What follows belongs to an exercise in optimizing a design on an open flow for small area, a short achievable clock period and few clock cycles per item; a production flow would make more cautious choices.
Function not checked in this run: the RTL went through the layout flow alone.
Power figures rest on the tool's default switching activity, not on a simulated workload.

<file path="flow/config.mk">
export PLATFORM = sky130hd
export DESIGN_NAME = sensor_reading_band_statistics
export DESIGN_NICKNAME = sensor_reading_band_statistics
export VERILOG_FILES = /design/flow/design.v
export SDC_FILE = /design/flow/constraint.sdc
export NUM_CORES = 4
export LEC_CHECK = 0
export ABC_AREA = 1
export CAP_MARGIN = 20
export CORE_MARGIN = 2
export CORE_UTILIZATION = 65
export CTS_CLUSTER_DIAMETER = 60
export CTS_CLUSTER_SIZE = 24
export SETUP_SLACK_MARGIN = 3.5
export SLEW_MARGIN = 20
</file>
<file path="flow/constraint.sdc">
create_clock -name core_clock -period 6.0 [get_ports {i_clk}]
set_input_delay 1.2000 -clock core_clock [delete_from_list [all_inputs] [get_ports {i_clk}]]
set_output_delay 1.2000 -clock core_clock [all_outputs]
set_load 0.01 [all_outputs]
</file>
<file path="flow/design.v">
`default_nettype none
package srbs_pkg;
    localparam int unsigned LIMIT_W = 15;
    localparam int unsigned CNT_W   = 11;
    localparam int unsigned POS_W   = 10;
    localparam int unsigned SUM_W   = 25;
    localparam int unsigned DIV_STEPS = LIMIT_W;
    localparam int unsigned STEP_W    = 4;
    localparam int unsigned SHORT_W   = 11;
    localparam logic [1:0] REG_NORMAL   = 2'd0;
    localparam logic [1:0] REG_WARNING  = 2'd1;
    localparam logic [1:0] REG_CRITICAL = 2'd2;
    localparam logic [1:0] REG_ALARM    = 2'd3;
    localparam logic [LIMIT_W-1:0] NORMAL_RESET   = 15'd464;
    localparam logic [LIMIT_W-1:0] WARNING_RESET  = 15'd704;
    localparam logic [LIMIT_W-1:0] CRITICAL_RESET = 15'd944;
    localparam logic [LIMIT_W-1:0] ALARM_RESET    = 15'd720;
    typedef struct packed {
        logic [LIMIT_W-1:0] normal_limit;
        logic [LIMIT_W-1:0] warning_limit;
        logic [LIMIT_W-1:0] critical_limit;
        logic [LIMIT_W-1:0] alarm_threshold;
    } t_cfg;
endpackage
`default_nettype wire
`default_nettype none
import srbs_pkg::*;
module srbs_regs (
    input  wire logic        i_clk,
    input  wire logic        i_rst_n,
    input  wire logic        psel,
    input  wire logic        penable,
    input  wire logic        pwrite,
    input  wire logic [3:0]  paddr,
    input  wire logic [31:0] pwdata,
    output logic      [31:0] prdata,
    output logic             pready,
    output srbs_pkg::t_cfg             o_cfg
);
    srbs_pkg::t_cfg             r_cfg;
    logic [1:0]       reg_idx;
    logic             wr_en;
    logic [LIMIT_W-1:0] rd_val;
    logic [LIMIT_W-1:0] r_rd_val;
    assign reg_idx = paddr[3:2];
    assign wr_en   = psel && penable && pwrite;
    assign pready  = 1'b1;
    always_ff @(posedge i_clk) begin
        if (!i_rst_n) begin
            r_cfg.normal_limit    <= NORMAL_RESET;
            r_cfg.warning_limit   <= WARNING_RESET;
            r_cfg.critical_limit  <= CRITICAL_RESET;
            r_cfg.alarm_threshold <= ALARM_RESET;
        end else if (wr_en) begin
            unique case (reg_idx)
                REG_NORMAL:   r_cfg.normal_limit    <= pwdata[LIMIT_W-1:0];
                REG_WARNING:  r_cfg.warning_limit   <= pwdata[LIMIT_W-1:0];
                REG_CRITICAL: r_cfg.critical_limit  <= pwdata[LIMIT_W-1:0];
                REG_ALARM:    r_cfg.alarm_threshold <= pwdata[LIMIT_W-1:0];
                default:      r_cfg <= r_cfg;
            endcase
        end
    end
    always_comb begin
        unique case (reg_idx)
            REG_NORMAL:   rd_val = r_cfg.normal_limit;
            REG_WARNING:  rd_val = r_cfg.warning_limit;
            REG_CRITICAL: rd_val = r_cfg.critical_limit;
            REG_ALARM:    rd_val = r_cfg.alarm_threshold;
            default:      rd_val = '0;
        endcase
    end
    always_ff @(posedge i_clk) begin
        r_rd_val <= rd_val;
    end
    assign prdata = {{(32-LIMIT_W){1'b0}}, r_rd_val};
    assign o_cfg  = r_cfg;
endmodule
`default_nettype wire
`default_nettype none
import srbs_pkg::*;
module srbs_ctrl (
    input  wire logic i_clk,
    input  wire logic i_rst_n,
    input  wire logic i_copy,      
    input  wire logic i_short,     
    input  wire logic i_ready,
    output logic      o_busy,      
    output logic      o_busy_next,
    output logic      o_free,      
    output logic      o_div_step,  
    output logic      o_valid
);
    localparam logic [STEP_W-1:0] LAST_STEP = STEP_W'(DIV_STEPS - 1);
    logic              r_busy, r_valid;
    logic [STEP_W-1:0] r_step;
    assign o_div_step = r_busy && !r_valid;
    always_ff @(posedge i_clk) begin
        if (!i_rst_n) begin
            r_busy  <= 1'b0;
            r_valid <= 1'b0;
        end else if (i_copy) begin
            r_busy  <= 1'b1;
            r_valid <= 1'b0;
        end else if (r_valid) begin
            if (i_ready) begin
                r_busy  <= 1'b0;
                r_valid <= 1'b0;
            end
        end else if (r_busy && r_step == LAST_STEP) begin
            r_valid <= 1'b1;
        end
    end
    always_ff @(posedge i_clk) begin
        if (i_copy) begin
            r_step <= i_short ? STEP_W'(DIV_STEPS - SHORT_W) : '0;
        end else if (o_div_step) begin
            r_step <= r_step + 1'b1;
        end
    end
    assign o_busy      = r_busy;
    assign o_free      = !r_busy;
    assign o_busy_next = i_rst_n && (i_copy || (r_busy && !(r_valid && i_ready)));
    assign o_valid = r_valid;
endmodule
`default_nettype wire
`default_nettype none
import srbs_pkg::*;
module srbs_dp #(
    parameter int unsigned CNT_CAP = 1024,
    parameter int unsigned POS_CAP = 1023
) (
    input  wire logic               i_clk,
    input  wire logic               i_rst_n,
    input  srbs_pkg::t_cfg          i_cfg,
    input  wire logic               i_valid,
    output logic                    o_ready,
    input  wire logic        [15:0] i_reading,
    input  wire logic               i_last,
    output logic                    o_copy,
    output logic                    o_short,
    input  wire logic               i_busy,
    input  wire logic               i_free,
    input  wire logic               i_busy_next,
    input  wire logic               i_div_step,
    output logic [LIMIT_W-1:0]      o_min_reading,
    output logic [LIMIT_W-1:0]      o_max_reading,
    output logic [LIMIT_W-1:0]      o_avg_reading,
    output logic [CNT_W-1:0]        o_valid_count,
    output logic [CNT_W-1:0]        o_skipped_count,
    output logic [CNT_W-1:0]        o_normal_count,
    output logic [CNT_W-1:0]        o_warning_count,
    output logic [CNT_W-1:0]        o_critical_count,
    output logic [CNT_W-1:0]        o_shutdown_count,
    output logic [POS_W-1:0]        o_first_alarm_index,
    output logic                    o_alarm_seen,
    output logic                    o_batch_empty
);
    localparam logic [CNT_W-1:0] CAP  = CNT_W'(CNT_CAP);
    localparam logic [POS_W-1:0] PCAP = POS_W'(POS_CAP);
    function automatic logic [CNT_W-1:0] sat_inc(input logic [CNT_W-1:0] v);
        sat_inc = v[CNT_W-1] ? v : v + 1'b1;
    endfunction
    logic               r_in_v, r_in_last, r_in_ok, r_in_alarm;
    logic [LIMIT_W-1:0] r_in_val;
    logic [2:0]         r_in_le;
    logic               r_fresh, r_done, r_zero, r_first;
    logic [LIMIT_W-1:0] r_min, r_max;
    logic [LIMIT_W-1:0]       r_sum_lo;
    logic                     r_sum_c;
    logic [SUM_W-LIMIT_W-1:0] r_sum_hi;
    logic [CNT_W-1:0]   r_valid_total, r_skipped_total;
    logic [CNT_W-1:0]   r_band [4];
    logic [POS_W-1:0]   r_pos, r_alarm_idx;
    logic               r_alarm_flag, r_any;
    logic [LIMIT_W-1:0] r_o_min, r_o_max, r_o_avg;
    logic [CNT_W-2:0]   r_o_rem;
    logic [CNT_W-1:0]   r_o_valid, r_o_skipped;
    logic [CNT_W-1:0]   r_o_band [4];
    logic [POS_W-1:0]   r_o_alarm_idx;
    logic               r_o_alarm, r_o_empty;
    logic               stall, hold, fold, n_fresh, n_done, n_in_v, r_ready;
    logic               rd_ok;
    logic [LIMIT_W-1:0] rd_val;
    logic [2:0]         le_in;
    logic [3:0]         band_in;
    logic               ok_in, skip_in, alarm_in, first_alarm;
    logic [CNT_W-1:0]   cnt_sel, cnt_inc;
    logic               min_take, max_take;
    logic [CNT_W-1:0]   rem_sh;
    logic [CNT_W:0]     rem_diff;
    logic [SUM_W-LIMIT_W-1:0] sum_hi_c;
    logic               rem_ge;
    assign stall   = r_done && !i_free;
    assign hold    = r_in_v && stall;
    assign fold    = r_in_v && !stall;
    assign o_copy  = r_done && i_free;
    assign o_ready = r_ready;
    assign rd_ok  = !i_reading[15];
    assign rd_val = i_reading[LIMIT_W-1:0];
    assign le_in[0] = rd_val <= i_cfg.normal_limit;
    assign le_in[1] = rd_val <= i_cfg.warning_limit;
    assign le_in[2] = rd_val <= i_cfg.critical_limit;
    always_ff @(posedge i_clk) begin
        if (!i_rst_n) begin
            r_in_v <= 1'b0;
        end else begin
            r_in_v <= n_in_v;
        end
    end
    assign n_in_v = hold || i_valid;
    always_ff @(posedge i_clk) begin
        if (!i_rst_n) begin
            r_ready <= 1'b1;
        end else begin
            r_ready <= !(n_in_v && n_done && i_busy_next);
        end
    end
    always_ff @(posedge i_clk) begin
        if (!hold) begin
            r_in_val   <= rd_val;
            r_in_last  <= i_last;
            r_in_ok    <= rd_ok;
            r_in_alarm <= rd_val >= i_cfg.alarm_threshold;
            r_in_le    <= le_in;
        end
    end
    always_comb begin
        n_fresh = r_fresh;
        n_done  = r_done;
        if (fold) begin
            n_fresh = 1'b0;
            n_done  = r_in_last;
        end else if (o_copy) begin
            n_fresh = 1'b1;
            n_done  = 1'b0;
        end
    end
    always_ff @(posedge i_clk) begin
        if (!i_rst_n) begin
            r_fresh <= 1'b1;
            r_done  <= 1'b0;
            r_zero  <= 1'b1;
            r_first <= 1'b1;
        end else begin
            r_fresh <= n_fresh;
            r_done  <= n_done;
            r_zero  <= n_fresh || n_done;
            r_first <= n_fresh || n_done || !(stall ? r_any : (ok_in || (!r_zero && r_any)));
        end
    end
    assign ok_in       = r_in_v && r_in_ok;
    assign skip_in     = r_in_v && !r_in_ok;
    assign alarm_in    = ok_in && r_in_alarm;
    assign band_in[0]  = ok_in && r_in_le[0];
    assign band_in[1]  = ok_in && !r_in_le[0] && r_in_le[1];
    assign band_in[2]  = ok_in && !r_in_le[0] && !r_in_le[1] && r_in_le[2];
    assign band_in[3]  = ok_in && !r_in_le[0] && !r_in_le[1] && !r_in_le[2];
    always_comb begin
        cnt_sel = {CNT_W{skip_in}} & r_skipped_total;
        for (int b = 0; b < 4; b++) begin
            cnt_sel = cnt_sel | ({CNT_W{band_in[b]}} & r_band[b]);
        end
    end
    assign cnt_inc = sat_inc(cnt_sel);
    assign first_alarm = alarm_in && (r_zero || !r_alarm_flag);
    assign min_take    = ok_in && (r_first || r_in_val < r_min);
    assign max_take    = ok_in && (r_first || r_in_val > r_max);
    always_ff @(posedge i_clk) begin
        if (!stall) begin
            if (min_take) begin
                r_min <= r_in_val;
            end else if (r_zero) begin
                r_min <= '0;
            end
            if (max_take) begin
                r_max <= r_in_val;
            end else if (r_zero) begin
                r_max <= '0;
            end
            if (r_zero) begin
                r_sum_lo <= ok_in ? r_in_val : '0;
                r_sum_c  <= 1'b0;
                r_sum_hi <= '0;
            end else begin
                if (ok_in && !r_valid_total[CNT_W-1]) begin
                    {r_sum_c, r_sum_lo} <= {1'b0, r_sum_lo} + {1'b0, r_in_val};
                end else begin
                    r_sum_c <= 1'b0;
                end
                r_sum_hi <= r_sum_hi + r_sum_c;
            end
            if (r_zero) begin
                r_valid_total <= CNT_W'(ok_in);
            end else if (ok_in) begin
                r_valid_total <= sat_inc(r_valid_total);
            end
            if (r_zero) begin
                r_skipped_total <= CNT_W'(skip_in);
            end else if (skip_in) begin
                r_skipped_total <= cnt_inc;
            end
            for (int b = 0; b < 4; b++) begin
                if (r_zero) begin
                    r_band[b] <= CNT_W'(band_in[b]);
                end else if (band_in[b]) begin
                    r_band[b] <= cnt_inc;
                end
            end
            if (r_zero) begin
                r_pos <= POS_W'(r_in_v);
            end else if (r_in_v && r_pos != PCAP) begin
                r_pos <= r_pos + 1'b1;
            end
            if (first_alarm) begin
                r_alarm_idx <= r_zero ? '0 : r_pos;
            end else if (r_zero) begin
                r_alarm_idx <= '0;
            end
            r_alarm_flag <= alarm_in || (!r_zero && r_alarm_flag);
            r_any        <= ok_in || (!r_zero && r_any);
        end
    end
    assign sum_hi_c = r_sum_hi + r_sum_c;
    assign o_short  = !(|r_max[LIMIT_W-1:SHORT_W]);
    assign rem_sh = {r_o_rem, r_o_avg[LIMIT_W-1]};
    assign rem_diff = {1'b0, rem_sh} - {1'b0, r_o_valid};
    assign rem_ge   = !r_o_empty && !rem_diff[CNT_W];
    always_ff @(posedge i_clk) begin
        if (o_copy) begin
            r_o_min       <= r_min;
            r_o_max       <= r_max;
            if (o_short) begin
                r_o_rem <= {sum_hi_c[CNT_W-2-(LIMIT_W-SHORT_W):0], r_sum_lo[LIMIT_W-1:SHORT_W]};
                r_o_avg <= {r_sum_lo[SHORT_W-1:0], (LIMIT_W-SHORT_W)'(0)};
            end else begin
                r_o_rem <= sum_hi_c;
                r_o_avg <= r_sum_lo;
            end
            r_o_valid     <= r_valid_total;
            r_o_skipped   <= r_skipped_total;
            r_o_alarm_idx <= r_alarm_idx;
            r_o_alarm     <= r_alarm_flag;
            r_o_empty     <= !r_any;
            for (int b = 0; b < 4; b++) begin
                r_o_band[b] <= r_band[b];
            end
        end else if (i_div_step) begin
            r_o_rem <= rem_ge ? rem_diff[CNT_W-2:0] : rem_sh[CNT_W-2:0];
            r_o_avg <= {r_o_avg[LIMIT_W-2:0], rem_ge};
        end
    end
    assign o_min_reading       = r_o_min;
    assign o_max_reading       = r_o_max;
    assign o_avg_reading       = r_o_avg;
    assign o_valid_count       = r_o_valid;
    assign o_skipped_count     = r_o_skipped;
    assign o_normal_count      = r_o_band[0];
    assign o_warning_count     = r_o_band[1];
    assign o_critical_count    = r_o_band[2];
    assign o_shutdown_count    = r_o_band[3];
    assign o_first_alarm_index = r_o_alarm_idx;
    assign o_alarm_seen        = r_o_alarm;
    assign o_batch_empty       = r_o_empty;
endmodule
`default_nettype wire
`default_nettype none
import srbs_pkg::*;
module sensor_reading_band_statistics #(
    parameter int unsigned MAX_READINGS = 1024
) (
    input  wire logic               i_clk,
    input  wire logic               i_rst_n,
    input  wire logic               i_valid,
    output logic                    o_ready,
    input  wire logic signed [15:0] i_reading,
    input  wire logic               i_last,
    output logic                    o_valid,
    input  wire logic               i_ready,
    output logic [LIMIT_W-1:0]      o_min_reading,
    output logic [LIMIT_W-1:0]      o_max_reading,
    output logic [LIMIT_W-1:0]      o_avg_reading,
    output logic [CNT_W-1:0]        o_valid_count,
    output logic [CNT_W-1:0]        o_skipped_count,
    output logic [CNT_W-1:0]        o_normal_count,
    output logic [CNT_W-1:0]        o_warning_count,
    output logic [CNT_W-1:0]        o_critical_count,
    output logic [CNT_W-1:0]        o_shutdown_count,
    output logic [POS_W-1:0]        o_first_alarm_index,
    output logic                    o_alarm_seen,
    output logic                    o_batch_empty,
    input  wire logic               psel,
    input  wire logic               penable,
    input  wire logic               pwrite,
    input  wire logic [3:0]         paddr,
    input  wire logic [31:0]        pwdata,
    output logic      [31:0]        prdata,
    output logic                    pready
);
    localparam int unsigned CNT_CAP = (MAX_READINGS > 2047) ? 2047 : MAX_READINGS;
    localparam int unsigned POS_CAP = (MAX_READINGS - 1 > 1023) ? 1023 : MAX_READINGS - 1;
    srbs_pkg::t_cfg cfg;
    logic           copy, short_div, busy, busy_next, free, div_step;
    srbs_regs u_regs (
        .i_clk   (i_clk),
        .i_rst_n (i_rst_n),
        .psel    (psel),
        .penable (penable),
        .pwrite  (pwrite),
        .paddr   (paddr),
        .pwdata  (pwdata),
        .prdata  (prdata),
        .pready  (pready),
        .o_cfg   (cfg)
    );
    srbs_ctrl u_ctrl (
        .i_clk      (i_clk),
        .i_rst_n    (i_rst_n),
        .i_copy     (copy),
        .i_short    (short_div),
        .i_ready    (i_ready),
        .o_busy     (busy),
        .o_busy_next(busy_next),
        .o_free     (free),
        .o_div_step (div_step),
        .o_valid    (o_valid)
    );
    srbs_dp #(
        .CNT_CAP (CNT_CAP),
        .POS_CAP (POS_CAP)
    ) u_dp (
        .i_clk               (i_clk),
        .i_rst_n             (i_rst_n),
        .i_cfg               (cfg),
        .i_valid             (i_valid),
        .o_ready             (o_ready),
        .i_reading           (i_reading),
        .i_last              (i_last),
        .o_copy              (copy),
        .o_short             (short_div),
        .i_busy              (busy),
        .i_busy_next         (busy_next),
        .i_free              (free),
        .i_div_step          (div_step),
        .o_min_reading       (o_min_reading),
        .o_max_reading       (o_max_reading),
        .o_avg_reading       (o_avg_reading),
        .o_valid_count       (o_valid_count),
        .o_skipped_count     (o_skipped_count),
        .o_normal_count      (o_normal_count),
        .o_warning_count     (o_warning_count),
        .o_critical_count    (o_critical_count),
        .o_shutdown_count    (o_shutdown_count),
        .o_first_alarm_index (o_first_alarm_index),
        .o_alarm_seen        (o_alarm_seen),
        .o_batch_empty       (o_batch_empty)
    );
endmodule
`default_nettype wire
</file>
<file path="flow/flow/run.sh">
#!/bin/bash
# The standard layout, with plain buffers (buf_2) on the ports instead of the
# delay cells that buffer_ports picks by default. Every port still gets its buffer.
set -euo pipefail
bash standard.sh BUFFER_PORTS_ARGS="-buffer_cell sky130_fd_sc_hd__buf_2" finish > standard_flow.log 2>&1
</file>
<file path="flow/standard.sh">
#!/bin/bash
# synth_recipe.tcl (not shown) runs the flow's synth.tcl, then flattens the netlist and writes it again
# the make line also repeats each setting of config.mk as NAME=value (left out here)
make -C /OpenROAD-flow-scripts/flow DESIGN_CONFIG=/design/flow/config.mk WORK_HOME=/design/flow/orfs CLKGATE_MAP_FILE= SYNTH_SCRIPT=/design/flow/synth_recipe.tcl "${@:-finish}"
</file>
==> results_dict.tcl <==
set metrics [dict create \
    synth_top_cell_by_area "edfxtp_1" \
    clockBufferDepth 3 \
    hp-class "flop to flop" \
    via_per_inst 5.67 \
    grt_pass1_vias 12300 \
    yosysSeqAreaShare_pct 59.0 \
    pwr_density_cell_nw_per_um2 280 \
    status "complete, no violations" \
    cp_common_cell "nand2_1" \
    ff2ff_setup_slack_ps 3500 \
    hold_viol 0 \
    grt-ovfl-total 0 \
    holdBufCountCts 0 \
    ff2ff_path_depth 9 \
    clk_latency_ps 560 \
    nets 2128 \
    synth_area_um2 18200 \
    cts_tree "yes" \
    area_growth_pct 13.0 \
    yosysTopAreaCellShare_pct 49.7 \
    worstMarginPinSlew_ps 1090 \
    critPathLaunchType "flop" \
    htree_levels 1 \
    maxCapViolations 0 \
    worst-path-buf-inv 0 \
    async_reset_ff_share_pct 0 \
    dp_slack_ps 2740 \
    numCtsBuffers 27 \
    synth-main-ff-cell "edfxtp_1" \
    cts.sinks 385 \
    syn_inst 1753 \
    cts.clk_slew.worst_paths_ps 90 \
    cp_slowest_cell "edfxtp_1" \
    ios 218 \
    final.period_utilization_pct 41.7 \
    die_x_um 171 \
    ir_drop_mv 0.306 \
    yosysUniqueCellTypes 47 \
    antenna_found_initial 1 \
    cp-end-kind "flop" \
    portBuffers 180 \
    relSlewSlack_pct 27.2 \
    setup_tns_ps 0 \
    min_period_ps 2500 \
    rsz0062_at_grt "yes" \
    crit_family "simple AND/OR/NAND/NOR gates" \
    die_height_um 171 \
    grt_pass1_wl_um 64000 \
    rows 61 \
    root_buffer "clkbuf_16" \
    setup_viol 0 \
    worstPathCellList "ha_1 -> nand2_1 -> o21ai_0 -> nor2_1 -> nand2_1 -> nand2_1 -> nand2_1 -> nand2_1 -> nand2_2" \
    critPathMaxStageDelay_ps 500 \
    synth.most_common_cell "edfxtp_1" \
    drcViolationCount 0 \
    cp.arrival_ps 2700 \
    gp_congestion 0.906 \
    fmax_mhz 400 \
    start_util_pct 65.8 \
    skew_ps 22.3 \
    routed_wl_um 41600 \
    ant_nets 0 \
    ys_seq_elements 385 \
    synth_area_per_cell_um2 10.4 \
    worstPathRequired_ps 6200 \
    synth_area_leaders "edfxtp_1 50%, dfxtp_1 9.3%, ha_1 8.4%" \
    stdcell_count 2343 \
    dieArea_um2 29300 \
    dp_cells 2278 \
    post_drt_wl_per_cell_um 17.8 \
    fin_ws_ps 3500 \
    p_leak_uw 0.00860 \
    drt_iter0_markers 1092 \
    worst-path-max-fanout 15 \
    grt_max_degree 70 \
    dr_total_vias 13300 \
    fill_cells 2015 \
    cp.depth 9 \
    holdPathStages 0 \
    dpl.hpwl_um 29400 \
    layout-drive-gt1-share_pct 15.8 \
    yosys-top-cells-count "301 x edfxtp_1, 242 x inv_1, 238 x nand2_1" \
    synth_warnings 5 \
    final-max-slew-violation-count 0 \
    critPathKind "flop to flop" \
    track_usage_pct 28.1 \
    core_um2 27600 \
    drt_first_pass_iters 5 \
    synth_edf_count 301 \
]
-- flip-flops by register name, indices dropped and copies added, names as in the netlist, 3 cells and up --
name / flops
u_ctrl.r_step: 4
u_dp.r_alarm_idx: 10
u_dp.r_band: 44
u_dp.r_in_le: 3
u_dp.r_in_val: 15
u_dp.r_max: 15
u_dp.r_min: 15
u_dp.r_o_alarm_idx: 10
u_dp.r_o_avg: 15
u_dp.r_o_band: 44
u_dp.r_o_max: 15
u_dp.r_o_min: 15
u_dp.r_o_rem: 10
u_dp.r_o_skipped: 11
u_dp.r_o_valid: 11
u_dp.r_pos: 10
u_dp.r_skipped_total: 11
u_dp.r_sum_hi: 10
u_dp.r_sum_lo: 15
u_dp.r_valid_total: 11
u_regs.r_cfg: 60
u_regs.r_rd_val: 15
-- cells by family (layout without fill, tap and decap cells) --
family                     Yosys count  in the layout  synth area share [%]
adders and majority gates          124            124                  8.62
xor gates and xnor gates            21             21                  1.01
AOI/OAI and AO/OA                  357            357                  10.9
and+or+nand+nor                    550            551                  13.4
buffers and inverters              314            508                  7.04
other                                2             19                0.0413
DFF                                385            385                  59.0
-- report_power, final --
| group | switching (uW) | leakage, uW | internal, uW |
|---|---|---|---|
| sequential | 98.2 | 0.00382 | 3050 |
| clock | 1020 | 0.000456 | 922 |
| combinational | 443 | 0.00433 | 226 |
-- layout make-up --
type                       count  area, um^2  share of cell area (%)
sequential                   385       10700                    52.2
multi-input combinational   1071        6340                    30.9
timing repair buffer         206        1100                    5.36
inverter                     251         955                    4.65
clock buffer                  31         711                    3.46
tap                          378         473                    2.30
clock inverter                18         221                    1.08
timing repair inverter         2        12.5                  0.0609
antenna                        1        2.50                  0.0122
-- worst paths after layout --
kind                                           from                               to
setup / recovery        u_dp.r_in_val[14]$_DFFE_PN_      u_dp.r_max[3]$_SDFFCE_PN0P_
hold reg to reg   u_dp.r_alarm_idx[9]$_SDFFCE_PP0P_  u_dp.r_o_alarm_idx[9]$_DFFE_PP_
setup reg to reg        u_dp.r_in_val[14]$_DFFE_PN_      u_dp.r_max[3]$_SDFFCE_PN0P_
hold / removal    u_dp.r_alarm_idx[9]$_SDFFCE_PP0P_  u_dp.r_o_alarm_idx[9]$_DFFE_PP_
-- metal layers --
metal / global-route usage [%] / up-vias / part of all wire, %
met5: 0 / - / 0
met4: 6.89 / 0 / 2.0
met3: 3.36 / 65 / 6.6
met2: 46.4 / 481 / 48
met1: 40.0 / 6281 / 44
li1: - / 6447 / -
-- repair_timing --
action                                  4_1_cts  5_1_grt
buffers inserted                              1       11
resized for setup                            14       21
cloned                                        1        2
endpoints found under the setup margin      184      159
pin swaps                                     1        3
-- layout by cell type (no fill, tap or decap), types with 9 or more instances in the layout --
cell,netlist,final
nand4_1,46,46
nor3_1,18,17
conb_1,2,18
dfxtp_1,84,83
nand3_2,9,9
nand2_1,238,229
nand3_1,61,61
o21ai_0,135,130
a21oi_1,137,136
o211ai_1,22,22
buf_4,20,25
nor2_1,156,153
ha_1,122,122
o221ai_1,9,9
inv_1,242,239
o22ai_1,11,11
nor2_4,5,9
edfxtp_1,301,301
nand2_2,2,9
buf_2,2,180
clkbuf_16,0,27
xor2_1,14,14
-- metrics by stage --
stage | utilization, % | cell area, um^2 | hold slack, ps | power, uW
floorplan | - | 18200 | 400 | 3620
global placement | 70.1 | 19400 | 402 | 3820
detailed placement | 70.1 | 19400 | 405 | 3840
CTS | 73.7 | 20400 | 426 | 5760
global route | 74.3 | 20500 | 436 | 5970
finish | 74.3 | 20500 | 425 | 5760

afterwards: timing with drivers on the ports:
The flow's constraints put no driver on any port. The routed layout listed below was extracted and timed again, unchanged, in two steps.
Step 1 (the two cells are an assumption about what drives the block):
set clk [get_ports {i_clk}]
set_driving_cell -lib_cell sky130_fd_sc_hd__clkbuf_16 $clk
set_driving_cell -lib_cell sky130_fd_sc_hd__buf_2 [delete_from_list [all_inputs] $clk]
Step 2 moves the port delays by t, midway between the first and last clock arrival at a register: inputs arrive t later, outputs are due t later. That takes back most of the time a late clock gives input paths.
a / b / c = ideal ports / drivers / drivers and shift; a / b = the first two.
shift t [ns]: 0.605
setup WS [ns]: 3.500 / 3.500 / 3.018
worst setup path after step 2: input to register
slew at the worst register clock pin (ns): 0.10 / 0.10
cell pins on the clock port's net: 1
After both steps setup and hold are still met in this run. For this run, drivers alone change the setup slack by 0.000 ns; drivers and shift together by -0.482 ns.
